This is an optimization exercise on Yosys and OpenROAD, whose aim is small area and a short achievable clock period, not a production implementation. The RTL was checked by simulation tests, not by an equivalence proof against the original design. No activity file was given, so power comes from the tool's default toggle rates.

## flow/config.mk

```make
export PLATFORM = sky130hd
export DESIGN_NAME = jjn_dither_top
export DESIGN_NICKNAME = jjn_dither_top
export VERILOG_FILES = /design/flow/design.v
export SDC_FILE = /design/flow/constraint.sdc
export NUM_CORES = 4
export LEC_CHECK = 0
export ABC_AREA = 1
export CAP_MARGIN = 20
export CORE_MARGIN = 2
export CORE_UTILIZATION = 60
export CTS_BUF_LIST = sky130_fd_sc_hd__clkbuf_16
export CTS_CLUSTER_DIAMETER = 100
export CTS_CLUSTER_SIZE = 31
export SETUP_SLACK_MARGIN = 3.9
export SLEW_MARGIN = 20
```

## flow/standard.sh

```bash
#!/bin/bash
# synth_recipe.tcl (not shown) runs the flow's synth.tcl, then flattens the netlist and writes it again
# the make line also repeats each setting of config.mk as NAME=value (left out here)
make -C /OpenROAD-flow-scripts/flow DESIGN_CONFIG=/design/flow/config.mk WORK_HOME=/design/flow/orfs CLKGATE_MAP_FILE= SYNTH_SCRIPT=/design/flow/synth_recipe.tcl "${@:-finish}"
```

## flow/design.v

```verilog
package dither_pkg;
    localparam int PIX_W = 8;
    localparam int Q_W = 5;
    localparam int SH_W = 6;
    localparam int RGB_W = 24;
    localparam int LINE_TOTAL = 24;
    localparam int LATENCY = 2 * LINE_TOTAL + 3;
    localparam int PIX_STAGES = 11;
    localparam int QLAT = PIX_STAGES + 1;
    localparam int HIST_NEXT = LINE_TOTAL - 5;
    localparam int HIST_FAR  = 2 * LINE_TOTAL - 10;
    localparam int HIST_LEN  = HIST_FAR + 1;
    localparam int CNT_W   = 6;
    localparam int CNT_MAX = LATENCY;
endpackage
import dither_pkg::*;
module diffusion_row
#(
    parameter int K = 3
) (
    input  logic             clk,
    input  logic [PIX_W-1:0] value_in,
    input  logic [K-1:0]     share,
    output logic [PIX_W-1:0] value_out
);
    logic               neg;
    logic [K:0]         lo;
    logic               cy;
    logic [PIX_W-K-1:0] hi;
    logic [PIX_W-K-1:0] hi_new;
    logic               up;
    logic               dn;
    logic [PIX_W-K:0]   all1;
    logic [PIX_W-K:0]   all0;
    logic               ovf;
    logic               unf;
    assign neg = share[K-1];
    assign lo = {1'b0, value_in[K-1:0]} + {1'b0, share};
    assign cy = lo[K];
    assign hi = value_in[PIX_W-1:K];
    assign up = cy && !neg;
    assign dn = !cy && neg;
    always_comb begin
        all1[0] = 1'b1;
        all0[0] = 1'b1;
        for (int i = 0; i < PIX_W - K; i++) begin
            all1[i+1] = all1[i] && hi[i];
            all0[i+1] = all0[i] && !hi[i];
        end
        for (int i = 0; i < PIX_W - K; i++) begin
            hi_new[i] = hi[i] ^ ((up && all1[i]) || (dn && all0[i]));
        end
    end
    assign ovf = up && all1[PIX_W-K];
    assign unf = dn && all0[PIX_W-K];
    always_ff @(posedge clk) begin
        value_out <= unf ? '0 : (ovf ? '1 : {hi_new, lo[K-1:0]});
    end
endmodule
module line_fifo
#(
    parameter int WIDTH = 1,
    parameter int DEPTH = 1
) (
    input  logic             clk,
    input  logic [WIDTH-1:0] din,
    output logic [DEPTH-1:0][WIDTH-1:0] taps
);
    always_ff @(posedge clk) begin
        taps[0] <= din;
        for (int i = 1; i < DEPTH; i++) begin
            taps[i] <= taps[i-1];
        end
    end
endmodule
import dither_pkg::*;
module jjn_quantizer
(
    input  logic             clk,
    input  logic [PIX_W-1:0] value_in,
    input  logic             de_in,
    output logic [Q_W-1:0]   q_out,
    output logic             bd_out
);
    logic signed [5:0] w7;
    logic signed [9:0] u0;
    logic signed [9:0] u1;
    logic              unf;
    logic              ovf;
    logic              b;
    assign w7 = 6'($signed(q_out)) + 6'($signed(q_out) >>> 1) - 6'($signed(q_out) >>> 2);
    assign u0 = $signed({2'b00, value_in}) + w7;
    assign u1 = $signed({2'b00, value_in}) + w7 + 10'sd1;
    assign unf = u0[9];
    assign ovf = !u0[9] && u0[8];
    assign b   = !u0[9] && (u0[8] || u0[7]);
    always_ff @(posedge clk) begin
        if (!de_in || unf || ovf)
            q_out <= '0;
        else
            q_out <= b ? u1[7:3] : u0[7:3];
        bd_out <= b;
    end
endmodule
import dither_pkg::*;
module jjn_dither_top
(
    input  logic             clk,
    input  logic             rst,
    input  logic [RGB_W-1:0] rgb,
    input  logic             de,
    input  logic             hs,
    input  logic             vs,
    output logic [RGB_W-1:0] dout,
    output logic             de_out,
    output logic             hs_out,
    output logic             vs_out
);
    logic [CNT_W-1:0] cnt;
    always_ff @(posedge clk) begin
        if (rst)
            cnt <= '0;
        else if (cnt != CNT_W'(CNT_MAX))
            cnt <= cnt + 1'b1;
    end
    logic [LATENCY-1:0][1:0] sync_taps;
    logic [QLAT:0]           de_taps;
    line_fifo #(.WIDTH(2), .DEPTH(LATENCY)) sync_dly (
        .clk(clk), .din({hs, vs}), .taps(sync_taps)
    );
    line_fifo #(.WIDTH(1), .DEPTH(QLAT + 1)) de_dly (
        .clk(clk), .din(de), .taps(de_taps)
    );
    logic [PIX_STAGES:1][PIX_W-1:0] pix;
    logic [HIST_LEN-2:0][Q_W:0] hist_taps;
    logic [Q_W-1:0]   q_next;
    logic [Q_W-1:0]   q_near;
    logic             bd_near;
    function automatic logic [2:0] share_w1(input logic [Q_W-1:0] q);
        case (q[4:3])
            2'b00:   share_w1 = 3'sd0;
            2'b01:   share_w1 = 3'sd1;
            2'b10:   share_w1 = -3'sd3;
            default: share_w1 = -3'sd2;
        endcase
    endfunction
    function automatic logic [4:0] share_w5(input logic [Q_W-1:0] q);
        share_w5 = $signed(q) - ($signed(q) >>> 3);
    endfunction
    function automatic logic [5:0] share_w7(input logic [Q_W-1:0] q);
        share_w7 = 6'($signed(q)) + 6'($signed(q) >>> 1) - 6'($signed(q) >>> 2);
    endfunction
    logic [5:0] gr;
    logic [6:0] gg;
    logic [5:0] gb;
    logic [6:0] gs_q;
    logic [6:1] gc_q;
    assign gr = rgb[23:18];
    assign gg = rgb[15:9];
    assign gb = rgb[7:2];
    always_ff @(posedge clk) begin
        gs_q <= {gg[6], gr ^ gg[5:0] ^ gb};
        gc_q <= (gr & gg[5:0]) | (gr & gb) | (gg[5:0] & gb);
    end
    logic           keep_next;
    logic           keep_far;
    logic [3:0]     far_q41;
    logic [4:0]     far_w5;
    logic [4:0]     next_w5;
    logic [5:0]     next_w7;
    assign keep_next = !rst && (cnt >= CNT_W'(HIST_NEXT));
    assign keep_far  = !rst && (cnt >= CNT_W'(HIST_FAR));
    logic use_next;
    logic use_far;
    assign use_next = keep_next && !hist_taps[HIST_NEXT-2][Q_W];
    assign use_far  = keep_far && !hist_taps[HIST_FAR-2][Q_W];
    always_ff @(posedge clk) begin
        far_q41 <= use_far ? hist_taps[HIST_FAR-2][Q_W-1:1] : '0;
        far_w5  <= use_far ? share_w5(hist_taps[HIST_FAR-2][Q_W-1:0]) : '0;
        next_w5 <= use_next ? share_w5(hist_taps[HIST_NEXT-2][Q_W-1:0]) : '0;
        next_w7 <= use_next ? share_w7(hist_taps[HIST_NEXT-2][Q_W-1:0]) : '0;
    end
    assign q_next = hist_taps[HIST_NEXT-1][Q_W] ? '0 : hist_taps[HIST_NEXT-1][Q_W-1:0];
    logic [2:0] far_w1;
    assign far_w1 = share_w1({far_q41, 1'b0});
    logic signed [9:0] far0_sum;
    assign far0_sum = $signed({3'b0, gs_q}) + $signed({3'b0, gc_q, 1'b0}) + $signed(far_w1);
    always_ff @(posedge clk) begin
        pix[1] <= far0_sum[9] ? '0 : far0_sum[PIX_W-1:0];
    end
    diffusion_row #(.K(4)) far1 (.clk(clk), .value_in(pix[1]), .share(far_q41), .value_out(pix[2]));
    diffusion_row #(.K(5)) far2 (.clk(clk), .value_in(pix[2]), .share(far_w5), .value_out(pix[3]));
    diffusion_row #(.K(4)) far3 (.clk(clk), .value_in(pix[3]), .share(far_q41), .value_out(pix[4]));
    diffusion_row #(.K(3)) far4 (.clk(clk), .value_in(pix[4]), .share(far_w1), .value_out(pix[5]));
    diffusion_row #(.K(4)) nxt0 (.clk(clk), .value_in(pix[5]), .share(q_next[4:1]), .value_out(pix[6]));
    diffusion_row #(.K(5)) nxt1 (.clk(clk), .value_in(pix[6]), .share(next_w5), .value_out(pix[7]));
    diffusion_row #(.K(6)) nxt2 (.clk(clk), .value_in(pix[7]), .share(next_w7), .value_out(pix[8]));
    diffusion_row #(.K(5)) nxt3 (.clk(clk), .value_in(pix[8]), .share(next_w5), .value_out(pix[9]));
    diffusion_row #(.K(4)) nxt4 (.clk(clk), .value_in(pix[9]), .share(q_next[4:1]), .value_out(pix[10]));
    diffusion_row #(.K(5)) cur0 (.clk(clk), .value_in(pix[10]), .share(share_w5(q_near)), .value_out(pix[11]));
    logic de_eff;
    assign de_eff = de_taps[PIX_STAGES] && (cnt >= CNT_W'(QLAT));
    jjn_quantizer quantizer_i (
        .clk(clk), .value_in(pix[PIX_STAGES]), .de_in(de_eff),
        .q_out(q_near), .bd_out(bd_near)
    );
    logic [Q_W:0] q_code;
    always_comb begin
        if (!de_taps[QLAT])
            q_code = {1'b1, Q_W'(0)};
        else if (q_near == '0 && bd_near)
            q_code = {1'b1, Q_W'(1)};
        else
            q_code = {1'b0, q_near};
    end
    always_ff @(posedge clk) begin
        hist_taps[0] <= q_code;
        for (int i = 1; i < HIST_LEN - 1; i++) begin
            hist_taps[i] <= hist_taps[i-1];
        end
        if (!keep_next) hist_taps[HIST_NEXT-1][Q_W-1:0] <= '0;
    end
    logic       out_ok;
    logic       bd_q;
    logic [2:0] sync_q;
    assign out_ok = !rst && (cnt == CNT_W'(CNT_MAX));
    logic [Q_W:0] out_code;
    logic         out_de;
    logic         out_bd;
    assign out_code = hist_taps[HIST_FAR-1];
    assign out_de   = !out_code[Q_W] || out_code[0];
    assign out_bd   = out_code[Q_W] ? out_code[0] : out_code[Q_W-1];
    always_ff @(posedge clk) begin
        bd_q   <= out_ok && out_bd;
        sync_q <= out_ok ? {out_de, sync_taps[LATENCY-1]} : 3'b000;
    end
    assign dout = {RGB_W{bd_q}};
    assign {de_out, hs_out, vs_out} = sync_q;
endmodule
```

## flow/flow/run.sh

```bash
#!/bin/bash
# The standard layout (standard.sh) with these ORFS settings changed:
#   ADDER_MAP_FILE empty: no adder cells are extracted in synthesis, so ABC
#     maps all of the arithmetic itself (registers and names unchanged);
#   and the placement/CTS/repair settings listed on the make line below.
# Every tool's output goes to orfs_make.log here; ORFS keeps its per-step
# logs under orfs/logs.
set -euo pipefail
bash standard.sh ADDER_MAP_FILE= MATCH_CELL_FOOTPRINT=0 'BUFFER_PORTS_ARGS=-buffer_cell sky130_fd_sc_hd__buf_2' finish > orfs_make.log 2>&1
```

## flow/constraint.sdc

```tcl
create_clock -name core_clock -period 6.5 [get_ports {clk}]
set_input_delay 1.3000 -clock core_clock [delete_from_list [all_inputs] [get_ports {clk}]]
set_output_delay 1.3000 -clock core_clock [all_outputs]
set_load 0.01 [all_outputs]
```

==> reports/metrics.cfg, run 1 <==
[status]
outcome=no timing/DRC/antenna violations

[global_route]
met3_usage=0.0211
grt_pass1_wl_mm=36.8
gr-max-usage-layer=met2
grt_use_met2=0.288
grt_max_degree=32
grt.overflow.total=0
grtUsageTotal=0.170
grt_pass1_vias=8197
antenna_found_initial=0
grt_util_met1=0.233

[timing]
setup_viol=0
fin_crit_ns=2.43
setup_ws_ns=4.07
fin_crit_sh=0.374
tns_ns=0
fmaxAchievable_ghz=0.411
max_slew_margin=0.661
rsz0062_at_grt=no
hold_violations=0
worst_slew_pin_slew_ns=0.502
clock_skew_ns=0.0117
hold_ws_ns=0.326
maxSlewViolCount=0

[critical_path]
reg2regPathDepth=16
worstPathCellList=buf_2
startpoint_type=flop
r2r_end=cur0.value_out[0]$_SDFF_PP0_
worstPathRequired_ns=5.20
end_kind=output port
ff2ff_setup_slack_ns=4.19
path_depth=1
path_class=reg -> out
cp_max_fo=24
cp.arrival_ns=1.13
cp.buffers_inverters=1
slowest_stage=dfxtp_4
timing.rr.start=quantizer_i.q_out[4]$_SDFF_PP0_
startpoint=bd_q$_DFF_P_
critical_path.max_stage_delay_ns=0.45
endpoint=dout[15]
crit_family=flip-flops

[power_and_ir_drop]
clkPwrFrac=0.253
internal_power_w=0.00401
ir_worst_vdd_v=0.000252
power_per_cell_area_nw_per_um2=340
p_sw_w=0.00135
leakage_nw=7.26
seq_power_share=0.624
total_power_w=0.00536
power_frac_comb=0.123
p_sw_frac=0.252

[yosys]
synth_common_cells=477 x dfxtp_1, 241 x nand2_1, 198 x nor2_1
syn_avg_cell_area_sq_um=9.59
ys_ff_latch=477
ys_types=53
syn-instance-count=1544
seq_area_frac_synth=0.645
synthArstFlopShare=0
dominantRegCellSynth=dfxtp_1
ys_warn_count=8
synth_area_sq_um=14800
yosysTopAreaCellShare=0.645
yosys.area.top_type=dfxtp_1
synth_fp_nets=1573
synth-edff-count=0
yosys-top-cells-area=dfxtp_1 64%, nand2_1 6.1%, nor2_1 5.0%
post-synth-top-count-cell=dfxtp_1

[clocking]
cts_buffer_depth=3
clkTransAtPathRegs_ns=0.11
h-tree-depth=1
cts_root_buf=clkbuf_16
cts_tree=done
cts_made_buffers=19
insertion_delay_ns=0.53
cts.sinks=477

[route]
dr_total_vias=8936
ant_nets=0
drt_pre_antenna_iters=4
drc=0
wl_mm=21.5
via_per_inst=4.68
wl_per_cell_um=11.3
drt_iter0_markers=391

[floorplan]
core_area_sq_um=24200
start_util=0.611
die_h_um=161
num_rows=57
ioPinCount=56
die-area_sq_um=25900
die_width_um=161

[finish]
fillers=1983
register_area_sq_um=9570
drive_above_1_share=0.0965
multi_input_area_sq_um=4290
num_antenna_cells=0
fin_nets=1615
area_delta_synth_final_pct=6.57

[placed_design]
port_buffers=50
dpl_worst_slack_ns=3.78
post-dp-hpwl_mm=15.3
gp_congestion=0.814

[job]
maxCapViolations=0

[worst_hold_path]
hold_path.class=reg -> reg

-- cell type report --
type,count,share of cell area
Inverter,199,0.0479
Multi-Input combinational cell,838,0.272
Clock buffer,19,0.0301
Sequential cell,477,0.606
Tap cell,324,0.0257
Timing Repair Buffer,51,0.0163
Clock inverter,2,0.00182
-- repair_timing --
action                                 4_1_cts  5_1_grt
endpoints found under the hold margin        0        0
gates cloned                                 0        0
hold buffers                                 0        0
resized for setup                            3       11
buffers inserted                             0        1
setup endpoints to repair                   36       54
-- stage by stage --
stage	utilization	instances	cell area, sq um
3_3_place_gp	0.628	1888	15200
3_5_place_dp	0.628	1888	15200
6_report	0.651	1910	15800
4_1_cts	0.649	1909	15700
5_1_grt	0.651	1910	15800
2_1_floorplan	-	1544	14800
-- cells by family after synthesis --
logic type / share of synthesized area
xor+xnor: 0.0478
fa+ha+maj: 0.00676
compound gates: 0.0636
flops: 0.645
buf+inv: 0.0658
simple gates: 0.171
-- flip-flops by register name (all words and copies together) (netlist names), 6 cells and up --
register and cells:
nxt4.value_out 8, far3.value_out 8, nxt3.value_out 8, nxt1.value_out 8, next_w7 6, nxt0.value_out 8, cur0.value_out 8, nxt2.value_out 8
sync_dly.taps 102, pix 8, cnt 6, hist_taps 225, gs_q 7, gc_q 6, far2.value_out 8, far4.value_out 8
far1.value_out 8, de_dly.taps 13
-- how the worst min path moves through the flow --
stage	start	to	slack (ns)	cells past startpoint
finish	sync_dly.taps[52]$_DFF_P_	sync_dly.taps[54]$_DFF_P_	0.33	0
global route	sync_dly.taps[52]$_DFF_P_	sync_dly.taps[54]$_DFF_P_	0.33	0
global placement	sync_dly.taps[58]$_DFF_P_	sync_dly.taps[60]$_DFF_P_	0.31	0
CTS	hist_taps[66]$_DFF_P_	hist_taps[72]$_DFF_P_	0.32	0
detailed placement	hist_taps[25]$_DFF_P_	hist_taps[31]$_DFF_P_	0.31	0
floorplan	de_dly.taps[9]$_DFF_P_	de_dly.taps[10]$_DFF_P_	0.31	0
-- cell usage in the layout (no fill, tap or decap), drive strengths merged, types with 4 or more instances in the layout --
master  synthesis  routed
buf            29      51
o21ai          54      54
o31ai           5       5
nand3b          4       4
inv           197     199
clkbuf          1      19
nand4           8       8
dfxtp         477     477
nand3          57      57
xor2           54      54
nand2         271     271
or2             7       7
a21oi          91      91
nor3           19      19
a21boi          5       5
a31oi           5       5
maj3           10      10
nor2          204     204
xnor2          26      26
nor3b           4       4
-- per-layer routing --
layer,up-vias,share of wire,routed length [um]
li1,4826,-,-
met5,-,0,0
met4,0,0.017,366
met2,94,0.45,9750
met3,25,0.030,642
met1,3991,0.50,10700
-- power by group through the flow --
stage	clock [W]	combinational [W]	sequential, W
after global routing	0.00150	0.000757	0.00338
after detailed placement	0	0.000655	0.00341
after CTS	0.00141	0.000662	0.00335
after floorplan	0	0.000548	0.00337
final	0.00135	0.000660	0.00335
after global placement	0	0.000644	0.00341
==> run 2, diff against run 1 <==
--- a/flow/config.mk
+++ b/flow/config.mk
@@ -10,7 +10,7 @@
 export CORE_MARGIN = 2
 export CORE_UTILIZATION = 60
 export CTS_BUF_LIST = sky130_fd_sc_hd__clkbuf_16
-export CTS_CLUSTER_DIAMETER = 100
-export CTS_CLUSTER_SIZE = 31
+export CTS_CLUSTER_DIAMETER = 80
+export CTS_CLUSTER_SIZE = 20
 export SETUP_SLACK_MARGIN = 3.9
 export SLEW_MARGIN = 20
==> run 2 against run 1 <==
Hold slack got worse by 0.0028 ns. Combinational power about the same. Critical endpoint unchanged. Clock skew increased by 0.0059 ns. Sequential power about the same. First-iteration DRC count increased by 4.6%. Highest routed layer unchanged. Critical path depth unchanged.
==> reports/metrics.cfg, run 2 <==
[status]
outcome=no timing/DRC/antenna violations

[power_and_ir_drop]
seq_power_share=0.601
power_frac_comb=0.118
p_sw_frac=0.246
internal_power_w=0.00420
total_power_w=0.00557
leakage_nw=7.34
clkPwrFrac=0.281
ir_worst_vdd_v=0.000362
p_sw_w=0.00137
power_per_cell_area_nw_per_um2=349

[global_route]
grt_pass1_wl_mm=37.2
grt_max_degree=25
antenna_found_initial=0
grtUsageTotal=0.172
grt.overflow.total=0
grt_pass1_vias=8298

[floorplan]
start_util=0.611
die_h_um=161
die-area_sq_um=25900
die_width_um=161
ioPinCount=56
num_rows=57
core_area_sq_um=24200

[placed_design]
gp_congestion=0.814
place_inst=1888
port_buffers=50
post-dp-hpwl_mm=15.3

[route]
drt_pre_antenna_iters=5
ant_nets=0
dr_total_vias=8983
drt_iter0_markers=409
wl_per_cell_um=11.3
via_per_inst=4.69
wl_mm=21.7
drc=0

[job]
maxCapViolations=0

[yosys]
dominantRegCellSynth=dfxtp_1
synthArstFlopShare=0
syn-instance-count=1544
yosys.area.top_type=dfxtp_1
post-synth-top-count-cell=dfxtp_1
ys_warn_count=8
ys_ff_latch=477
synth_area_sq_um=14800
syn_avg_cell_area_sq_um=9.59
yosys-top-cells-area=dfxtp_1 64%, nand2_1 6.1%, nor2_1 5.0%
synth_common_cells=477 x dfxtp_1, 241 x nand2_1, 198 x nor2_1
yosysTopAreaCellShare=0.645
seq_area_frac_synth=0.645
ys_types=53
synth_fp_nets=1573
synth-edff-count=0

[clocking]
insertion_delay_ns=0.55
cts_tree=done
h-tree-depth=1
cts_made_buffers=27
hold_buffers=0
cts_buffer_depth=3
clkTransAtPathRegs_ns=0.08
cts_root_buf=clkbuf_16
cts.sinks=477

[timing]
setup_viol=0
hold_violations=0
clock_skew_ns=0.0175
maxSlewViolCount=0
worst_slew_pin_slew_ns=0.515
tns_ns=0
fin_crit_sh=0.375
fmaxAchievable_ghz=0.411
fin_crit_ns=2.43
max_slew_margin=0.652
rsz0062_at_grt=no

[finish]
num_antenna_cells=0
multi_input_area_sq_um=4290
fin_nets=1622
final_common_cell=dfxtp_1
drive_above_1_share=0.0992
fin_cells=1916
fillers=1958
layout_common_cells=470 x dfxtp_1, 241 x nand2_1, 196 x nor2_1, 187 x inv_1, 90 x a21oi_1
reg_top3=hist_taps: 225 flops, sync_dly.taps: 102 flops, de_dly.taps: 13 flops
register_area_sq_um=9570
area_delta_synth_final_pct=7.69
max_flop_register=hist_taps
largest_reg_flops=225

[critical_path]
crit_family=flip-flops
slowest_stage=dfxtp_4
ff2ff_setup_slack_ns=4.18
critical_path.max_stage_delay_ns=0.44
end_kind=output port
cp_max_fo=24
startpoint_type=flop
path_class=reg -> out
cp.arrival_ns=1.13
worstPathRequired_ns=5.20
cp.buffers_inverters=1
worstPathCellList=buf_2

[worst_hold_path]
hold_path.class=reg -> reg

==> run 2: cells by family (layout without fill, tap and decap cells) <==
| group | after synthesis | after routing | share of synthesized area |
|---|---|---|---|
| AO/OA/AOI/OAI | 172 | 172 | 0.0636 |
| flip-flops | 477 | 477 | 0.645 |
| XOR/XNOR | 80 | 80 | 0.0478 |
| buffers and inverters | 229 | 277 | 0.0658 |
| AND/OR/NAND/NOR | 576 | 576 | 0.171 |
| adder cells (fa/ha/maj) | 10 | 10 | 0.00676 |
==> run 2: layout make-up <==
cell class	count	area share
Sequential cell	477	0.600
Timing Repair Buffer	50	0.0157
Clock inverter	1	0.000314
Inverter	199	0.0474
Tap cell	324	0.0254
Multi-Input combinational cell	838	0.269
Clock buffer	27	0.0424
==> run 2: through the flow <==
stage          hold WS (ns)  setup slack, ns   util  instance area (sq um)
5_1_grt               0.328             3.92  0.658                  15900
6_report              0.324             4.07  0.658                  15900
4_1_cts               0.325             3.93  0.657                  15900
3_5_place_dp          0.312             3.78  0.628                  15200
2_1_floorplan         0.310             4.26      -                  14800
3_3_place_gp          0.309             3.80  0.628                  15200
==> run 2: routing by layer <==
metal | track usage | wire length, um
met5 | 0 | 0
met3 | 0.0231 | 613
met4 | 0.0507 | 612
met1 | 0.232 | 10700
met2 | 0.290 | 9780
==> run 2: repair_timing <==
| action | 4_1_cts | 5_1_grt |
|---|---|---|
| setup buffers | 0 | 0 |
| endpoints found under the setup margin | 36 | 52 |
| gates resized for setup | 3 | 10 |
==> run 2: worst register-to-register path, delay by kind of cell, from the launching register on <==
kind / cells / cell delay [ns]
AOI/OAI and AO/OA: 2 / 0.25
xor gates and xnor gates: 1 / 0.11
buffers and inverters: 4 / 0.32
DFF: 1 / 0.48
and+or+nand+nor: 9 / 1.05
==> run 2: power groups by stage <==
stage          clock network (W)  logic [W]  registers (W)
3_5_place_dp                   0   0.000655        0.00341
6_report                 0.00156   0.000659        0.00335
3_3_place_gp                   0   0.000644        0.00341
2_1_floorplan                  0   0.000548        0.00337
5_1_grt                  0.00173   0.000756        0.00338
4_1_cts                  0.00164   0.000661        0.00335
==> run 2: final timing paths <==
kind,start,end,cells after the start
max reg2reg,quantizer_i.q_out[4]$_SDFF_PP0_,cur0.value_out[0]$_SDFF_PP0_,16
max,bd_q$_DFF_P_,dout[15],1
min reg2reg,hist_taps[177]$_DFF_P_,hist_taps[183]$_DFF_P_,0
min,hist_taps[177]$_DFF_P_,hist_taps[183]$_DFF_P_,0
==> run 3, diff against run 2 <==
--- a/flow/config.mk
+++ b/flow/config.mk
@@ -8,7 +8,7 @@
 export ABC_AREA = 1
 export CAP_MARGIN = 20
 export CORE_MARGIN = 2
-export CORE_UTILIZATION = 60
+export CORE_UTILIZATION = 50
 export CTS_BUF_LIST = sky130_fd_sc_hd__clkbuf_16
 export CTS_CLUSTER_DIAMETER = 80
 export CTS_CLUSTER_SIZE = 20
==> run 3 against run 2 <==
Still clean on timing, DRC and antenna. Synthesized area did not move. Clock skew fell by 0.0032 ns. Count of clock-buffer cells in the layout rose by 1. Global-route usage fell by 2.5 points. Fmax fell by 0.63%. Synthesized cell count did not move.
==> reports/metrics.cfg, run 3 <==
[floorplan]
die_width_um=176
die_h_um=176
num_rows=63
die-area_sq_um=31000
core_area_sq_um=29400
start_util=0.504
ioPinCount=56

[timing]
hold_violations=0
max_slew_margin=0.650
setup_viol=0
clock_skew_ns=0.0143
worst_slew_pin_slew_ns=0.518
fin_crit_sh=0.377
hold_ws_ns=0.321
tns_ns=0
rsz0062_at_grt=no
fmaxAchievable_ghz=0.408
maxSlewViolCount=0
fin_crit_ns=2.45
setup_ws_ns=4.05

[route]
wl_per_cell_um=11.0
drt_iter0_markers=473
dr_total_vias=8999
drc=0
via_per_inst=4.51
wl_mm=21.9
drt_pre_antenna_iters=6
ant_nets=0

[yosys]
muxShareOfSynthArea=0
synth-edff-count=0
synth_area_sq_um=14800
ys_types=53
yosys-top-cells-area=dfxtp_1 64%, nand2_1 6.1%, nor2_1 5.0%
synthXorXnorAreaFrac=0.0478
synth_top_family_by_area=simple AND/OR/NAND/NOR gates
synth_fp_nets=1573
seq_area_frac_synth=0.645
yosys.area.top_type=dfxtp_1
ys_warn_count=8
ys_ff_latch=477
synth-adder-area-share=0.00676
syn_avg_cell_area_sq_um=9.59
post-synth-top-count-cell=dfxtp_1
synth_common_cells=477 x dfxtp_1, 241 x nand2_1, 198 x nor2_1
synthArstFlopShare=0
dominantRegCellSynth=dfxtp_1
yosysTopAreaCellShare=0.645
syn-instance-count=1544
synth-simple-area-share=0.171
synth_compound_area_frac=0.0636

[critical_path]
crit_family=flip-flops
startpoint=bd_q$_DFF_P_
timing.rr.start=quantizer_i.q_out[4]$_SDFF_PP0_
worstPathRequired_ns=5.20
cp.arrival_ns=1.15
critical_path.max_stage_delay_ns=0.44
r2r_end=cur0.value_out[1]$_SDFF_PP0_
startpoint_type=flop
cp.buffers_inverters=1
cp_max_fo=24
slowest_stage=dfxtp_4
reg2regPathDepth=15
end_kind=output port
path_class=reg -> out
ff2ff_setup_slack_ns=4.15
worstPathCellList=buf_2

[finish]
final_common_cell=dfxtp_1
fin_nets=1632
num_antenna_cells=0
drive_above_1_share=0.108
fin_cells=1996
max_flop_register=hist_taps
area_delta_synth_final_pct=9.52
reg_top3=hist_taps: 225 flops, sync_dly.taps: 102 flops, de_dly.taps: 13 flops
largest_reg_flops=225
layout_common_cells=471 x dfxtp_1, 240 x nand2_1, 197 x nor2_1, 187 x inv_1, 87 x a21oi_1

[power_and_ir_drop]
leakage_nw=7.43
power_per_cell_area_nw_per_um2=351
ir_worst_vdd_v=0.000211

[clocking]
cts.sinks=477
hold_buffers=0
clkTransAtPathRegs_ns=0.08
insertion_delay_ns=0.56
cts_buffer_depth=3
cts_tree=done
h-tree-depth=1
cts_made_buffers=28
cts_root_buf=clkbuf_16

[placed_design]
port_buffers=50
gp_congestion=0.787
dpl_worst_slack_ns=3.66
post-dp-hpwl_mm=15.6
place_inst=1954

[job]
maxCapViolations=0

[worst_hold_path]
hold_path.class=reg -> reg
min_from=hist_taps[1]$_SDFF_PP0_
worstHoldEndpoint=hist_taps[7]$_DFF_P_
worstHoldPathCells=0

[global_route]
antenna_found_initial=0
grt_pass1_wl_mm=37.8
grtUsageTotal=0.146
grt_pass1_vias=8446
grt.overflow.total=0
grt_max_degree=25

[status]
outcome=no timing/DRC/antenna violations

==> run 3: metrics by stage <==
| step | utilization | power (W) | area, sq um |
|---|---|---|---|
| floorplan | - | 0.00392 | 14800 |
| global placement | 0.521 | 0.00406 | 15300 |
| detailed placement | 0.521 | 0.00406 | 15300 |
| CTS | 0.548 | 0.00576 | 16100 |
| global route | 0.551 | 0.00601 | 16200 |
| finish | 0.551 | 0.00568 | 16200 |
==> run 3: cell families (layout without fill, tap and decap cells) <==
kind of cell | count (synthesis) | in the layout
AND/OR/NAND/NOR | 576 | 576
flip-flops | 477 | 477
buffers and inverters | 229 | 291
AO/OA/AOI/OAI | 172 | 172
XOR/XNOR | 80 | 80
adder cells (fa/ha/maj) | 10 | 10
==> run 3: worst max path at each step <==
stage | endpoint | slack [ns] | cells past startpoint
2_1_floorplan | next_w5[4]$_SDFF_PN0_ | 4.26 | 4
3_3_place_gp | next_w5[4]$_SDFF_PN0_ | 3.65 | 5
3_5_place_dp | next_w5[4]$_SDFF_PN0_ | 3.66 | 5
4_1_cts | dout[21] | 3.93 | 1
5_1_grt | nxt4.value_out[0]$_SDFF_PP0_ | 3.91 | 14
6_report | dout[21] | 4.05 | 1
==> run 3: worst register-to-register path, delay by kind of cell, from the launching register on <==
kind,cells,cell delay (ns)
DFF,1,0.40
AOI/OAI and AO/OA,2,0.24
xor gates and xnor gates,2,0.29
buffers and inverters,4,0.42
and+or+nand+nor,7,0.89
==> run 3: metal layers <==
| layer | vias up | track usage | part of all wire |
|---|---|---|---|
| li1 | 4860 | - | - |
| met1 | 3996 | 0.192 | 0.49 |
| met2 | 99 | 0.246 | 0.45 |
| met3 | 44 | 0.0241 | 0.032 |
| met4 | 0 | 0.0499 | 0.033 |
| met5 | - | 0 | 0 |
==> run 3: cell type report <==
cell class / instances / area (sq um)
timing repair buffer: 59 / 318
tap: 390 / 488
clock buffer: 28 / 701
sequential: 477 / 9560
inverter: 199 / 758
multi-input combinational: 838 / 4310
fill: 2628 / 13200
clock inverter: 5 / 75.1
==> run 3: repair_timing <==
item / in CTS / in global routing
gates resized for setup: 3 / 16
buffers inserted: 0 / 9
endpoints found under the hold margin: 0 / 0
pin swaps: 0 / 1
setup endpoints to repair: 36 / 60
==> run 3: report_power, final <==
group	switching (W)	internal, W
Clock	0.000865	0.000814
Sequential	0.000142	0.00320
Combinational	0.000397	0.000264
==> run 4, diff against run 3 <==
--- a/flow/config.mk
+++ b/flow/config.mk
@@ -8,9 +8,9 @@
 export ABC_AREA = 1
 export CAP_MARGIN = 20
 export CORE_MARGIN = 2
-export CORE_UTILIZATION = 50
+export CORE_UTILIZATION = 60
 export CTS_BUF_LIST = sky130_fd_sc_hd__clkbuf_16
 export CTS_CLUSTER_DIAMETER = 80
 export CTS_CLUSTER_SIZE = 20
-export SETUP_SLACK_MARGIN = 3.9
+export SETUP_SLACK_MARGIN = 4.0
 export SLEW_MARGIN = 20
==> run 4 against run 3 <==
First-iteration DRC count is 7.0% lower. Fmax up 0.55%. Non-clock buffer count fell by 2. Synthesized cell count did not move. Critical endpoint is now dout[15]. Synthesized area unchanged. Final cell count down 3.7%. Clock power fell by 7%.
==> reports/metrics.cfg, run 4 <==
[status]
outcome=no timing/DRC/antenna violations

[finish]
register_area_sq_um=9570
layout_common_cells=470 x dfxtp_1, 241 x nand2_1, 194 x nor2_1, 187 x inv_1, 87 x a21oi_1
fin_area_sq_um=16000
fillers=1957
max_flop_register=hist_taps
reg_top3=hist_taps: 225 flops, sync_dly.taps: 102 flops, de_dly.taps: 13 flops
area_delta_synth_final_pct=8.21
multi_input_area_sq_um=4300
drive_above_1_share=0.106
fin_cells=1923
largest_reg_flops=225
num_antenna_cells=0
final_common_cell=dfxtp_1
fin_util=0.661
fin_nets=1629

[floorplan]
ioPinCount=56
die-area_sq_um=25900
core_area_sq_um=24200
start_util=0.611
die_h_um=161
num_rows=57
die_width_um=161

[yosys]
yosys-top-cells-area=dfxtp_1 64%, nand2_1 6.1%, nor2_1 5.0%
yosysTopAreaCellShare=0.645
seq_area_frac_synth=0.645
syn-instance-count=1544
synthArstFlopShare=0
synth-edff-count=0
syn_avg_cell_area_sq_um=9.59
dominantRegCellSynth=dfxtp_1
synth_common_cells=477 x dfxtp_1, 241 x nand2_1, 198 x nor2_1
yosys.area.top_type=dfxtp_1
ys_ff_latch=477
synth_fp_nets=1573
post-synth-top-count-cell=dfxtp_1
ys_types=53
ys_warn_count=8
synth_area_sq_um=14800

[critical_path]
cp_max_fo=24
slowest_stage=dfxtp_4
cp.arrival_ns=1.14
end_kind=output port
worstPathCellList=buf_2
crit_family=flip-flops
cp.buffers_inverters=1
startpoint_type=flop
path_class=reg -> out
worstPathRequired_ns=5.20
critical_path.max_stage_delay_ns=0.44

[timing]
worst_slew_pin_slew_ns=0.502
tns_ns=0
fin_crit_sh=0.375
maxSlewViolCount=0
rsz0062_at_grt=yes
fmaxAchievable_ghz=0.410
max_slew_margin=0.661
clock_skew_ns=0.0164
setup_viol=0
fin_crit_ns=2.44
hold_violations=0

[clocking]
cts_buffer_depth=3
h-tree-depth=1
cts_tree=done
cts_root_buf=clkbuf_16
clkTransAtPathRegs_ns=0.08
cts.sinks=477
cts_made_buffers=27
insertion_delay_ns=0.55

[route]
wl_per_cell_um=11.4
ant_nets=0
dr_total_vias=9053
drt_iter0_markers=440
wl_mm=21.9
drc=0
drt_pre_antenna_iters=5
via_per_inst=4.71

[global_route]
grt_pass1_vias=8298
grt.overflow.total=0
grtUsageTotal=0.172
antenna_found_initial=0
grt_pass1_wl_mm=37.2
grt_max_degree=25

[job]
maxCapViolations=0

[power_and_ir_drop]
leakage_nw=7.38
total_power_w=0.00557
ir_worst_vdd_v=0.000362
power_per_cell_area_nw_per_um2=348

[placed_design]
dpl-instance-area_sq_um=15200
post-dp-hpwl_mm=15.3
gp_congestion=0.814
port_buffers=50
place_inst=1888

[worst_hold_path]
hold_path.class=reg -> reg

==> run 4: cell counts after synthesis <==
Identical to the previous run, type by type.
==> run 4: logic make-up (layout without fill, tap and decap cells) <==
| group | count (synthesis) | in the layout | share of synthesized area |
|---|---|---|---|
| AND/OR/NAND/NOR | 576 | 576 | 0.171 |
| flip-flops | 477 | 477 | 0.645 |
| buffers and inverters | 229 | 284 | 0.0658 |
| AO/OA/AOI/OAI | 172 | 172 | 0.0636 |
| XOR/XNOR | 80 | 80 | 0.0478 |
| adder cells (fa/ha/maj) | 10 | 10 | 0.00676 |
==> run 4: final cells by class <==
| cell class | count | area share |
|---|---|---|
| Clock buffer | 27 | 0.0422 |
| Clock inverter | 1 | 0.000312 |
| Inverter | 199 | 0.0473 |
| Tap cell | 324 | 0.0253 |
| Sequential cell | 477 | 0.597 |
| Timing Repair Buffer | 57 | 0.0189 |
| Multi-Input combinational cell | 838 | 0.269 |
==> run 4: per-layer routing <==
layer	GRT usage	share of wire
met4	0.0507	0.028
met1	0.232	0.49
met3	0.0231	0.029
met2	0.290	0.45
met5	0	0
==> run 4: metrics by stage <==
step	worst slack, ns	hold WS, ns
after floorplan	4.26	0.310
after global placement	3.80	0.309
after detailed placement	3.78	0.312
after CTS	4.01	0.325
after global routing	3.99	0.328
final	4.06	0.325
==> run 4: timing repair <==
action                                 in CTS  in global routing
pin swaps                                   0                  1
cloned                                      0                  0
setup endpoints to repair                  42                 65
endpoints found under the hold margin       0                  0
gates resized for setup                     5                 17
buffers inserted                            0                  7
hold buffers                                0                  0
==> run 4: power breakdown <==
group	total, W	internal [W]	switching (W)
logic	0.000661	0.000262	0.000399
clock network	0.00157	0.000736	0.000829
registers	0.00335	0.00320	0.000146
total	0.00557	0.00420	0.00137
==> run 4: worst paths after layout <==
kind / from / end / slack [ns] / cells after the start
setup / recovery: bd_q$_DFF_P_ / dout[15] / 4.06 / 1
hold / removal: hist_taps[177]$_DFF_P_ / hist_taps[183]$_DFF_P_ / 0.32 / 0
setup reg to reg: quantizer_i.q_out[4]$_SDFF_PP0_ / cur0.value_out[0]$_SDFF_PP0_ / 4.17 / 15
hold reg to reg: hist_taps[177]$_DFF_P_ / hist_taps[183]$_DFF_P_ / 0.32 / 0
==> run 5, diff against run 4 <==
--- a/flow/config.mk
+++ b/flow/config.mk
@@ -9,8 +9,8 @@
 export CAP_MARGIN = 20
 export CORE_MARGIN = 2
 export CORE_UTILIZATION = 60
-export CTS_BUF_LIST = sky130_fd_sc_hd__clkbuf_16
+export CTS_BUF_LIST = sky130_fd_sc_hd__clkbuf_8
 export CTS_CLUSTER_DIAMETER = 80
 export CTS_CLUSTER_SIZE = 20
-export SETUP_SLACK_MARGIN = 4.0
+export SETUP_SLACK_MARGIN = 4.1
 export SLEW_MARGIN = 20
==> run 5 against run 4 <==
Sequential share of layout area fell by 0.13 points. Total power down 6.4%. Highest routed layer unchanged. Clock skew is 0.0030 ns higher. Still clean.
==> reports/metrics.cfg, run 5 <==
[clocking]
insertion_delay_ns=0.59
cts_made_buffers=27
cts.sinks=477
hold_buffers=0
h-tree-depth=1
cts_root_buf=clkbuf_8
cts_tree=done
clkTransAtPathRegs_ns=0.12
cts_buffer_depth=3

[yosys]
syn-instance-count=1544
syn_avg_cell_area_sq_um=9.59
yosys.area.top_type=dfxtp_1
ys_types=53
synth_common_cells=477 x dfxtp_1, 241 x nand2_1, 198 x nor2_1
synth-edff-count=0
synth_fp_nets=1573
seq_area_frac_synth=0.645
ys_warn_count=8
post-synth-top-count-cell=dfxtp_1
yosys-top-cells-area=dfxtp_1 64%, nand2_1 6.1%, nor2_1 5.0%
yosysTopAreaCellShare=0.645
synth_area_sq_um=14800
dominantRegCellSynth=dfxtp_1
synthArstFlopShare=0
ys_ff_latch=477

[timing]
clock_skew_ns=0.0194
maxSlewViolCount=0
rsz0062_at_grt=yes
tns_ns=0
fin_crit_sh=0.387
max_slew_margin=0.678
setup_viol=0
worst_slew_pin_slew_ns=0.476
fmaxAchievable_ghz=0.397
hold_violations=0
fin_crit_ns=2.52

[placed_design]
place_inst=1888
gp_congestion=0.814
post-dp-hpwl_mm=15.3
port_buffers=50
dpl-instance-area_sq_um=15200

[critical_path]
ff2ff_setup_slack_ns=4.21
worstPathRequired_ns=5.20
reg2regPathDepth=16
startpoint_type=flop
path_class=reg -> out
cp_max_fo=12
timing.rr.start=quantizer_i.q_out[4]$_SDFF_PP0_
cp.arrival_ns=1.22
r2r_end=quantizer_i.q_out[1]$_SDFF_PP0_
end_kind=output port

[route]
drt_pre_antenna_iters=5
wl_mm=21.9
drt_iter0_markers=394
via_per_inst=4.68
ant_nets=0
drc=0
dr_total_vias=9065
wl_per_cell_um=11.3

[global_route]
antenna_found_initial=0
grt_pass1_vias=8230
grt.overflow.total=0
grtUsageTotal=0.169
grt_max_degree=25
grt_pass1_wl_mm=36.7

[finish]
fin_area_sq_um=16100
layout_common_cells=469 x dfxtp_1, 232 x nand2_1, 188 x nor2_1, 185 x inv_1, 86 x a21oi_1
max_flop_register=hist_taps
fin_cells=1935
register_area_sq_um=9570
fillers=1952
num_antenna_cells=0
multi_input_area_sq_um=4500
fin_nets=1641
fin_util=0.662
reg_top3=hist_taps: 225 flops, sync_dly.taps: 102 flops, de_dly.taps: 13 flops
final_common_cell=dfxtp_1
drive_above_1_share=0.131
largest_reg_flops=225
area_delta_synth_final_pct=8.46

[floorplan]
die_h_um=161
die_width_um=161
num_rows=57
ioPinCount=56
core_area_sq_um=24200
die-area_sq_um=25900
start_util=0.611

[worst_hold_path]
worstHoldEndpoint=hist_taps[149]$_DFF_P_
min_from=hist_taps[143]$_DFF_P_
worstHoldPathCells=0
hold_path.class=reg -> reg

[power_and_ir_drop]
total_power_w=0.00522
power_per_cell_area_nw_per_um2=325
leakage_nw=7.36
ir_worst_vdd_v=0.000277

[status]
outcome=no timing/DRC/antenna violations

[job]
maxCapViolations=0

run 5: how the worst max path moves through the flow:
| stage | from | endpoint | slack [ns] |
|---|---|---|---|
| floorplan | rst | next_w5[4]$_SDFF_PN0_ | 4.26 |
| detailed placement | rst | next_w5[4]$_SDFF_PN0_ | 3.78 |
| global placement | rst | next_w5[4]$_SDFF_PN0_ | 3.80 |
| CTS | bd_q$_DFF_P_ | dout[17] | 3.96 |
| finish | bd_q$_DFF_P_ | dout[23] | 3.98 |
| global route | bd_q$_DFF_P_ | dout[23] | 3.93 |
run 5: cell families (layout without fill, tap and decap cells):
group                    after synthesis  in the layout  share of synthesized area
AND/OR/NAND/NOR                      576            576                      0.171
XOR/XNOR                              80             80                     0.0478
flip-flops                           477            477                      0.645
AO/OA/AOI/OAI                        172            172                     0.0636
buffers and inverters                229            296                     0.0658
adder cells (fa/ha/maj)               10             10                    0.00676
run 5: power breakdown:
group / internal [W] / total, W / switching, W
Combinational: 0.000280 / 0.000712 / 0.000432
Clock: 0.000376 / 0.00116 / 0.000779
Sequential: 0.00320 / 0.00335 / 0.000148
Total: 0.00386 / 0.00522 / 0.00136
run 5: per-stage QoR:
| step | setup WS (ns) | hold slack [ns] |
|---|---|---|
| after CTS | 3.96 | 0.327 |
| after global routing | 3.93 | 0.335 |
| after floorplan | 4.26 | 0.310 |
| final | 3.98 | 0.327 |
| after global placement | 3.80 | 0.309 |
| after detailed placement | 3.78 | 0.312 |
run 5: layout make-up:
| cell class | instances | share of cell area |
|---|---|---|
| tap | 324 | 0.0252 |
| multi-input combinational | 838 | 0.280 |
| clock buffer | 27 | 0.0231 |
| inverter | 199 | 0.0477 |
| clock inverter | 1 | 0.000312 |
| timing repair buffer | 69 | 0.0276 |
| sequential | 477 | 0.596 |
run 5: per-layer routing:
| layer | share of wire | track usage | wire, um |
|---|---|---|---|
| met3 | 0.033 | 0.0239 | 725 |
| met4 | 0.027 | 0.0540 | 587 |
| met1 | 0.49 | 0.232 | 10800 |
| met2 | 0.45 | 0.280 | 9800 |
| met5 | 0 | 0 | 0 |
run 5: worst max-delay path, cell delays in order (launching register included):
cell and delay [ns]:
dfxtp_4 0.37, buf_8 0.13, buf_2 0.14
run 5: repair_timing:
action | in CTS | in global routing
setup endpoints to repair | 47 | 78
pin swaps | 0 | 6
gates cloned | 0 | 0
resized for setup | 8 | 79
setup buffers | 2 | 17
==> run 6, diff against run 5 <==
--- a/flow/config.mk
+++ b/flow/config.mk
@@ -12,5 +12,5 @@
 export CTS_BUF_LIST = sky130_fd_sc_hd__clkbuf_8
 export CTS_CLUSTER_DIAMETER = 80
 export CTS_CLUSTER_SIZE = 20
-export SETUP_SLACK_MARGIN = 4.1
+export SETUP_SLACK_MARGIN = 3.9
 export SLEW_MARGIN = 20
==> run 6 against run 5 <==
Still clean on timing, DRC and antenna. Final cell count shrank 0.88%. Combinational power shrank 7.4%. Setup slack gained 0.028 ns. Via count shrank 1.3%. Routed wire length shrank 2.2%. Global-route usage is essentially flat. Synthesized cell count is the same. Clock skew shrank 0.0024 ns. Critical endpoint is now dout[15]. Largest cell class unchanged. Largest power group unchanged.
==> reports/metrics.cfg, run 6 <==
[status]
outcome=no timing/DRC/antenna violations

[finish]
multi_input_area_sq_um=4280
fin_nets=1624
fin_area_sq_um=15700
num_antenna_cells=0
reg_top3=hist_taps: 225 flops, sync_dly.taps: 102 flops, de_dly.taps: 13 flops
register_area_sq_um=9570
drive_above_1_share=0.0997
final_common_cell=dfxtp_1
max_flop_register=hist_taps
layout_common_cells=470 x dfxtp_1, 241 x nand2_1, 197 x nor2_1, 187 x inv_1, 90 x a21oi_1
largest_reg_flops=225
fillers=1999
area_delta_synth_final_pct=5.74

[clocking]
h-tree-depth=1
clkTransAtPathRegs_ns=0.11
hold_buffers=0
cts_root_buf=clkbuf_8
cts_made_buffers=27
cts.sinks=477
insertion_delay_ns=0.59
cts_buffer_depth=3
cts_tree=done

[critical_path]
worstPathRequired_ns=5.20
startpoint_type=flop
path_class=reg -> out
cp.buffers_inverters=1
slowest_stage=dfxtp_4
cp_max_fo=24
end_kind=output port
critical_path.max_stage_delay_ns=0.45
cp.arrival_ns=1.19
crit_family=flip-flops
ff2ff_setup_slack_ns=4.15
worstPathCellList=buf_2

[yosys]
syn-instance-count=1544
synth_compound_area_frac=0.0636
ys_ff_latch=477
syn_avg_cell_area_sq_um=9.59
synthXorXnorAreaFrac=0.0478
ys_warn_count=8
synth_common_cells=477 x dfxtp_1, 241 x nand2_1, 198 x nor2_1
synthArstFlopShare=0
dominantRegCellSynth=dfxtp_1
muxShareOfSynthArea=0
synth_top_family_by_area=simple AND/OR/NAND/NOR gates
seq_area_frac_synth=0.645
yosys.area.top_type=dfxtp_1
synth-adder-area-share=0.00676
ys_types=53
yosys-top-cells-area=dfxtp_1 64%, nand2_1 6.1%, nor2_1 5.0%
synth_fp_nets=1573
synth_area_sq_um=14800
post-synth-top-count-cell=dfxtp_1
synth-simple-area-share=0.171
synth-edff-count=0
yosysTopAreaCellShare=0.645

[timing]
rsz0062_at_grt=yes
clock_skew_ns=0.0170
hold_violations=0
tns_ns=0
maxSlewViolCount=0
setup_viol=0
fin_crit_sh=0.383
fmaxAchievable_ghz=0.402
max_slew_margin=0.678
worst_slew_pin_slew_ns=0.477
fin_crit_ns=2.49

[route]
dr_total_vias=8948
drc=0
drt_iter0_markers=414
wl_mm=21.4
wl_per_cell_um=11.2
drt_pre_antenna_iters=6
ant_nets=0
via_per_inst=4.67

[global_route]
grt_max_degree=25
grt_util_met1=0.232
grt_pass1_vias=8210
gr-max-usage-layer=met2
grt_use_met2=0.279
met3_usage=0.0239
grtUsageTotal=0.169
grt_pass1_wl_mm=36.6
grt.overflow.total=0
antenna_found_initial=0

[floorplan]
die-area_sq_um=25900
die_h_um=161
num_rows=57
ioPinCount=56
start_util=0.611
die_width_um=161
core_area_sq_um=24200

[power_and_ir_drop]
ir_worst_vdd_v=0.000277
power_per_cell_area_nw_per_um2=330
leakage_nw=7.21

[job]
maxCapViolations=0

[placed_design]
post-dp-hpwl_mm=15.3
dpl-instance-area_sq_um=15200
gp_congestion=0.814
port_buffers=50

[worst_hold_path]
hold_path.class=reg -> reg

[run 6: cell counts after synthesis]
No cell type changed its count.
[run 6: layer usage]
| layer | vias to the layer above | wire (um) |
|---|---|---|
| li1 | 4833 | - |
| met1 | 3975 | 10800 |
| met2 | 100 | 9390 |
| met3 | 40 | 625 |
| met4 | 0 | 605 |
| met5 | - | 0 |
[run 6: timing repair]
item | CTS | global route
resized for setup | 4 | 9
buffers inserted | 0 | 2
endpoints found under the setup margin | 36 | 29
endpoints found under the hold margin | 0 | 0
pin swaps | 0 | 0
[run 6: cells by family after synthesis]
logic type	after synthesis
AOI/OAI and AO/OA	172
xor gates and xnor gates	80
adders and majority gates	10
buffers and inverters	229
DFF	477
and+or+nand+nor	576
[run 6: cell type report]
class	count	share of cell area
sequential	477	0.611
multi-input combinational	838	0.274
inverter	199	0.0483
tap	324	0.0259
clock buffer	27	0.0237
timing repair buffer	52	0.0169
clock inverter	1	0.000320
[run 6: where the power goes]
part	switching, W	total (W)	internal (W)
Clock	0.000780	0.00116	0.000376
Sequential	0.000143	0.00334	0.00320
Combinational	0.000397	0.000659	0.000262
[run 6: worst paths after layout]
path / from / endpoint / cells after the start
max reg2reg: quantizer_i.q_out[4]$_SDFF_PP0_ / cur0.value_out[0]$_SDFF_PP0_ / 16
min: sync_dly.taps[59]$_DFF_P_ / sync_dly.taps[61]$_DFF_P_ / 0
min reg2reg: sync_dly.taps[59]$_DFF_P_ / sync_dly.taps[61]$_DFF_P_ / 0
max: bd_q$_DFF_P_ / dout[15] / 1
[run 6: stage by stage]
| stage | cells | hold WS, ns | utilization | setup slack [ns] | power [W] |
|---|---|---|---|---|---|
| 6_report | 1918 | 0.326 | 0.646 | 4.01 | 0.00516 |
| 4_1_cts | 1916 | 0.327 | 0.644 | 3.96 | 0.00522 |
| 5_1_grt | 1918 | 0.335 | 0.646 | 3.89 | 0.00545 |
| 2_1_floorplan | 1544 | 0.310 | - | 4.26 | 0.00392 |
| 3_3_place_gp | 1888 | 0.309 | 0.628 | 3.80 | 0.00405 |
| 3_5_place_dp | 1888 | 0.312 | 0.628 | 3.78 | 0.00407 |
==> run 7, diff against run 6 <==
--- a/flow/config.mk
+++ b/flow/config.mk
@@ -9,7 +9,7 @@
 export CAP_MARGIN = 20
 export CORE_MARGIN = 2
 export CORE_UTILIZATION = 60
-export CTS_BUF_LIST = sky130_fd_sc_hd__clkbuf_8
+export CTS_BUF_LIST = sky130_fd_sc_hd__clkbuf_8 sky130_fd_sc_hd__clkbuf_16
 export CTS_CLUSTER_DIAMETER = 80
 export CTS_CLUSTER_SIZE = 20
 export SETUP_SLACK_MARGIN = 3.9
==> run 7 against run 6 <==
Sequential share of layout area fell by 1.1 points. Utilization up 1.2 points. Sequential power hardly changed. Register-to-register slack improved by 0.03 ns. Final cell count decreased by 0.10%. Non-clock buffer count decreased by 2. Die area did not move. Setup slack better by 0.054 ns. Synthesized area stayed put. Synthesized cell count stayed put. Count of clock-buffer cells in the layout did not move. Global-route usage rose by 0.25 points. Largest cell class unchanged. Largest power group unchanged.
==> reports/metrics.cfg, run 7 <==
[finish]
area_delta_synth_final_pct=7.69
fillers=1958
layout_common_cells=470 x dfxtp_1, 241 x nand2_1, 196 x nor2_1, 187 x inv_1, 90 x a21oi_1
fin_util=0.658
largest_reg_flops=225
max_flop_register=hist_taps
final_common_cell=dfxtp_1
fin_area_sq_um=15900
drive_above_1_share=0.0992
fin_nets=1622
num_antenna_cells=0
reg_top3=hist_taps: 225 flops, sync_dly.taps: 102 flops, de_dly.taps: 13 flops

[timing]
hold_violations=0
fin_crit_ns=2.43
max_slew_margin=0.652
tns_ns=0
fin_crit_sh=0.375
worst_slew_pin_slew_ns=0.515
clock_skew_ns=0.0175
setup_viol=0
maxSlewViolCount=0
rsz0062_at_grt=no
fmaxAchievable_ghz=0.411

[yosys]
synth-edff-count=0
yosys.area.top_type=dfxtp_1
ys_ff_latch=477
syn-instance-count=1544
synth_area_sq_um=14800
post-synth-top-count-cell=dfxtp_1
synth_fp_nets=1573
seq_area_frac_synth=0.645
syn_avg_cell_area_sq_um=9.59
synthArstFlopShare=0
ys_warn_count=8
synth_common_cells=477 x dfxtp_1, 241 x nand2_1, 198 x nor2_1
yosys-top-cells-area=dfxtp_1 64%, nand2_1 6.1%, nor2_1 5.0%
yosysTopAreaCellShare=0.645
ys_types=53
dominantRegCellSynth=dfxtp_1

[critical_path]
cp.buffers_inverters=1
startpoint_type=flop
slowest_stage=dfxtp_4
critical_path.max_stage_delay_ns=0.44
cp_max_fo=24
cp.arrival_ns=1.13
worstPathRequired_ns=5.20
path_class=reg -> out
end_kind=output port
worstPathCellList=buf_2
crit_family=flip-flops

[route]
ant_nets=0
drc=0
via_per_inst=4.69
dr_total_vias=8983
drt_pre_antenna_iters=5
wl_met1_mm=10.7
wl_met3_um=613
routed-wl-met2_mm=9.78
dr.max_layer_used=met4
wl_mm=21.7
wl_per_cell_um=11.3
drt_iter0_markers=409

[floorplan]
die-area_sq_um=25900
core_area_sq_um=24200
ioPinCount=56
die_h_um=161
start_util=0.611
die_width_um=161
num_rows=57

[clocking]
clkTransAtPathRegs_ns=0.08
cts_made_buffers=27
cts.sinks=477
h-tree-depth=1
hold_buffers=0
cts_root_buf=clkbuf_16
post_cts_buffers=0
insertion_delay_ns=0.55
cts_tree=done
cts_buffer_depth=3

[placed_design]
post-dp-hpwl_mm=15.3
dpl-instance-area_sq_um=15200
gp_congestion=0.814
port_buffers=50

[global_route]
grt_pass1_wl_mm=37.2
grtUsageTotal=0.172
grt_max_degree=25
grt.overflow.total=0
antenna_found_initial=0
grt_pass1_vias=8298

[job]
maxCapViolations=0

[worst_hold_path]
hold_path.class=reg -> reg

[power_and_ir_drop]
power_per_cell_area_nw_per_um2=349
ir_worst_vdd_v=0.000362
leakage_nw=7.34
total_power_w=0.00557

[status]
outcome=no timing/DRC/antenna violations

## run 7: final timing paths
path                                                       from  cells after the start                      endpoint  slack, ns
worst max-delay path                               bd_q$_DFF_P_                      1                      dout[15]       4.07
worst min-delay path                     hist_taps[177]$_DFF_P_                      0        hist_taps[183]$_DFF_P_       0.32
worst min register to register           hist_taps[177]$_DFF_P_                      0        hist_taps[183]$_DFF_P_       0.32
worst max register to register  quantizer_i.q_out[4]$_SDFF_PP0_                     16  cur0.value_out[0]$_SDFF_PP0_       4.18
## run 7: logic make-up after synthesis
logic type               count (synthesis)  share of synthesized area
XOR/XNOR                                80                     0.0478
buffers and inverters                  229                     0.0658
adder cells (fa/ha/maj)                 10                    0.00676
flip-flops                             477                      0.645
AO/OA/AOI/OAI                          172                     0.0636
AND/OR/NAND/NOR                        576                      0.171
## run 7: area by class of cell
class	instances	area (sq um)	area share
Clock buffer	27	676	0.0424
Clock inverter	1	5.00	0.000314
Inverter	199	756	0.0474
Multi-Input combinational cell	838	4290	0.269
Sequential cell	477	9570	0.600
Tap cell	324	405	0.0254
Timing Repair Buffer	50	250	0.0157
## run 7: power by group
group	switching, W	internal [W]
logic	0.000397	0.000262
clock network	0.000828	0.000736
registers	0.000145	0.00320
total	0.00137	0.00420
## run 7: through the flow
stage | cells | hold slack [ns] | setup slack, ns
floorplan | 1544 | 0.310 | 4.26
global route | 1916 | 0.328 | 3.92
detailed placement | 1888 | 0.312 | 3.78
CTS | 1916 | 0.325 | 3.93
global placement | 1888 | 0.309 | 3.80
finish | 1916 | 0.324 | 4.07
## run 7: timing repair
action / CTS / global route
resized for setup: 3 / 10
cloned: 0 / 0
hold endpoints to repair: 0 / 0
endpoints found under the setup margin: 36 / 52
## run 7: routing by layer
metal,GRT usage,vias to the layer above
met4,0.0507,0
li1,-,4840
met3,0.0231,32
met5,0,-
met2,0.290,107
met1,0.232,4004
==> run 8, diff against run 7 <==
--- a/flow/flow/run.sh
+++ b/flow/flow/run.sh
@@ -6,4 +6,4 @@
 # Every tool's output goes to orfs_make.log here; ORFS keeps its per-step
 # logs under orfs/logs.
 set -euo pipefail
-bash standard.sh ADDER_MAP_FILE= MATCH_CELL_FOOTPRINT=0 'BUFFER_PORTS_ARGS=-buffer_cell sky130_fd_sc_hd__buf_2' finish > orfs_make.log 2>&1
+bash standard.sh ADDER_MAP_FILE= MATCH_CELL_FOOTPRINT=0 'BUFFER_PORTS_ARGS=-buffer_cell sky130_fd_sc_hd__buf_2' 'CTS_ARGS=-sink_clustering_enable -repair_clock_nets -sink_clustering_size 20 -sink_clustering_max_diameter 80 -buf_list sky130_fd_sc_hd__clkbuf_8 -root_buf sky130_fd_sc_hd__clkbuf_16' finish > orfs_make.log 2>&1
--- a/flow/config.mk
+++ b/flow/config.mk
@@ -9,8 +9,5 @@
 export CAP_MARGIN = 20
 export CORE_MARGIN = 2
 export CORE_UTILIZATION = 60
-export CTS_BUF_LIST = sky130_fd_sc_hd__clkbuf_8 sky130_fd_sc_hd__clkbuf_16
-export CTS_CLUSTER_DIAMETER = 80
-export CTS_CLUSTER_SIZE = 20
 export SETUP_SLACK_MARGIN = 3.9
 export SLEW_MARGIN = 20
==> run 8 against run 7 <==
Flip-flop and latch count did not move. Global-route usage fell by 0.33 points. Count of clock-buffer cells in the layout unchanged. Sequential power hardly changed. Clock power decreased by 23%. Synthesized cell count did not move. Synthesized area stayed put. First-iteration DRC count increased by 4.9%. Via count shrank 0.32%. Die area unchanged. Utilization is 1.1 points lower.
==> reports/metrics.cfg, run 8 <==
[global_route]
grt_max_degree=25
grt_pass1_wl_mm=36.6
grt.overflow.total=0
grtUsageTotal=0.168
antenna_found_initial=0
grt_pass1_vias=8203

[clocking]
cts_root_buf=clkbuf_16
cts_made_buffers=27
cts_buffer_depth=3
hold_buffers=0
insertion_delay_ns=0.52
cts.sinks=477
clkTransAtPathRegs_ns=0.12
cts_tree=done
h-tree-depth=1

[finish]
final_common_cell=dfxtp_1
multi_input_area_sq_um=4280
area_delta_synth_final_pct=5.95
largest_reg_flops=225
fillers=1993
drive_above_1_share=0.0997
fin_nets=1624
max_flop_register=hist_taps
layout_common_cells=470 x dfxtp_1, 241 x nand2_1, 197 x nor2_1, 187 x inv_1, 90 x a21oi_1
reg_top3=hist_taps: 225 flops, sync_dly.taps: 102 flops, de_dly.taps: 13 flops
register_area_sq_um=9570
fin_util=0.647
num_antenna_cells=0

[timing]
worst_slew_pin_slew_ns=0.470
hold_violations=0
fin_crit_sh=0.384
fin_crit_ns=2.50
tns_ns=0
setup_viol=0
fmaxAchievable_ghz=0.400
max_slew_margin=0.682
clock_skew_ns=0.0158
rsz0062_at_grt=yes
maxSlewViolCount=0

[route]
drt_iter0_markers=429
drt_pre_antenna_iters=5
wl_mm=21.4
drc=0
ant_nets=0
via_per_inst=4.67
wl_per_cell_um=11.2
dr_total_vias=8954

[placed_design]
post-dp-hpwl_mm=15.3
gp_congestion=0.814
port_buffers=50

[yosys]
yosys.area.top_type=dfxtp_1
synth_common_cells=477 x dfxtp_1, 241 x nand2_1, 198 x nor2_1
yosysTopAreaCellShare=0.645
ys_ff_latch=477
dominantRegCellSynth=dfxtp_1
ys_types=53
synth-edff-count=0
post-synth-top-count-cell=dfxtp_1
synth_fp_nets=1573
syn-instance-count=1544
syn_avg_cell_area_sq_um=9.59
yosys-top-cells-area=dfxtp_1 64%, nand2_1 6.1%, nor2_1 5.0%
ys_warn_count=8
synthArstFlopShare=0
synth_area_sq_um=14800
seq_area_frac_synth=0.645

[floorplan]
ioPinCount=56
die_width_um=161
core_area_sq_um=24200
start_util=0.611
die-area_sq_um=25900
die_h_um=161
num_rows=57

[job]
maxCapViolations=0

[critical_path]
reg2regPathDepth=18
startpoint_type=flop
path_class=reg -> out
path_depth=1
cp.buffers_inverters=1
slowest_stage=dfxtp_2
crit_family=flip-flops
worstPathRequired_ns=5.20
critical_path.max_stage_delay_ns=0.50
worstPathCellList=buf_2
cp_max_fo=24
end_kind=output port
cp.arrival_ns=1.20

[power_and_ir_drop]
ir_worst_vdd_v=0.000278
power_per_cell_area_nw_per_um2=332
leakage_nw=7.23

[worst_hold_path]
hold_path.class=reg -> reg
worstHoldPathCells=0

[status]
outcome=no timing/DRC/antenna violations

## run 8: cell types whose count changed in the layout (fill, tap and decap cells not counted)
cell,previous run,this run
clkbuf_16,27,3
clkbuf_8,0,24
buf_4,0,2
nor2_1,196,197
nor2_2,6,5
## run 8: layer usage
layer  share of wire  global-route usage
met3           0.028              0.0236
met1            0.50               0.233
met4           0.026              0.0467
met5               0                   0
met2            0.44               0.280
## run 8: power by group
| group | internal [W] | switching, W |
|---|---|---|
| logic | 0.000262 | 0.000397 |
| clock network | 0.000421 | 0.000783 |
| registers | 0.00320 | 0.000143 |
| total | 0.00388 | 0.00132 |
## run 8: repair_timing
item,CTS,global route
gates resized for setup,3,9
setup buffers,0,2
endpoints found under the setup margin,36,28
## run 8: final timing paths
kind	start	end	slack, ns
setup / recovery	bd_q$_DFF_P_	dout[15]	4.00
hold / removal	hist_taps[143]$_DFF_P_	hist_taps[149]$_DFF_P_	0.33
setup reg to reg	quantizer_i.q_out[4]$_SDFF_PP0_	quantizer_i.q_out[1]$_SDFF_PP0_	4.15
hold reg to reg	hist_taps[143]$_DFF_P_	hist_taps[149]$_DFF_P_	0.33
## run 8: layout make-up
type	instances	area share
Tap cell	324	0.0258
Sequential cell	477	0.610
Inverter	199	0.0482
Multi-Input combinational cell	838	0.273
Clock inverter	1	0.000319
Clock buffer	27	0.0258
Timing Repair Buffer	52	0.0169
## run 8: per-stage QoR
step / std cells / hold slack (ns) / setup slack [ns] / cell area [sq um] / power (W)
after floorplan: 1544 / 0.310 / 4.26 / 14800 / 0.00392
after global placement: 1888 / 0.309 / 3.80 / 15200 / 0.00405
after detailed placement: 1888 / 0.312 / 3.78 / 15200 / 0.00407
after CTS: 1916 / 0.327 / 3.96 / 15700 / 0.00527
after global routing: 1918 / 0.335 / 3.89 / 15700 / 0.00550
final: 1918 / 0.327 / 4.00 / 15700 / 0.00521
## run 8: kinds of logic (layout without fill, tap and decap cells)
| logic type | after synthesis | count (layout) | share of synthesized area |
|---|---|---|---|
| flip-flops | 477 | 477 | 0.645 |
| AND/OR/NAND/NOR | 576 | 576 | 0.171 |
| XOR/XNOR | 80 | 80 | 0.0478 |
| AO/OA/AOI/OAI | 172 | 172 | 0.0636 |
| buffers and inverters | 229 | 279 | 0.0658 |
| adder cells (fa/ha/maj) | 10 | 10 | 0.00676 |

-- afterwards: timing with drivers on the ports --
No port has a modelled driver above. Below, the same layouts with a new extraction and two added sets of constraints. Step 1 (the two cells are an assumption about what drives the block):
set clk [get_ports {clk}]
set_driving_cell -lib_cell sky130_fd_sc_hd__clkbuf_16 $clk
set_driving_cell -lib_cell sky130_fd_sc_hd__buf_2 [delete_from_list [all_inputs] $clk]
Step 2 moves the port delays by t, midway between the first and last clock arrival at a register: inputs arrive t later, outputs are due t later. That takes back most of the time a late clock gives input paths. Three values: no drivers, after step 1, after step 2; two values: the first two.
run | t (ns) | setup slack, ns | worst hold slack (ns) | worst register clock-pin slew, ns
run 1 | 0.571 | 4.069 / 4.021 / 3.777 | 0.326 / 0.326 / 0.326 | 0.11 / 0.11
run 2 | 0.584 | 4.065 / 4.017 / 3.758 | 0.324 / 0.324 / 0.324 | 0.08 / 0.08
run 3 | 0.603 | 4.050 / 4.000 / 3.694 | 0.321 / 0.321 / 0.321 | 0.09 / 0.09
run 4 | 0.586 | 4.063 / 4.015 / 3.757 | 0.325 / 0.325 / 0.325 | 0.08 / 0.08
run 5 | 0.625 | 3.984 / 3.937 / 3.755 | 0.327 / 0.327 / 0.327 | 0.12 / 0.12
run 6 | 0.625 | 4.012 / 3.965 / 3.756 | 0.326 / 0.326 / 0.326 | 0.12 / 0.12
run 7 | 0.584 | 4.065 / 4.017 / 3.758 | 0.324 / 0.324 / 0.324 | 0.08 / 0.08
run 8 | 0.560 | 4.002 / 3.954 / 3.756 | 0.327 / 0.327 / 0.327 | 0.12 / 0.12
After both steps every run listed still meets setup and hold. For run 3, which loses most, drivers alone change the setup slack by -0.050 ns; drivers and shift together by -0.356 ns.
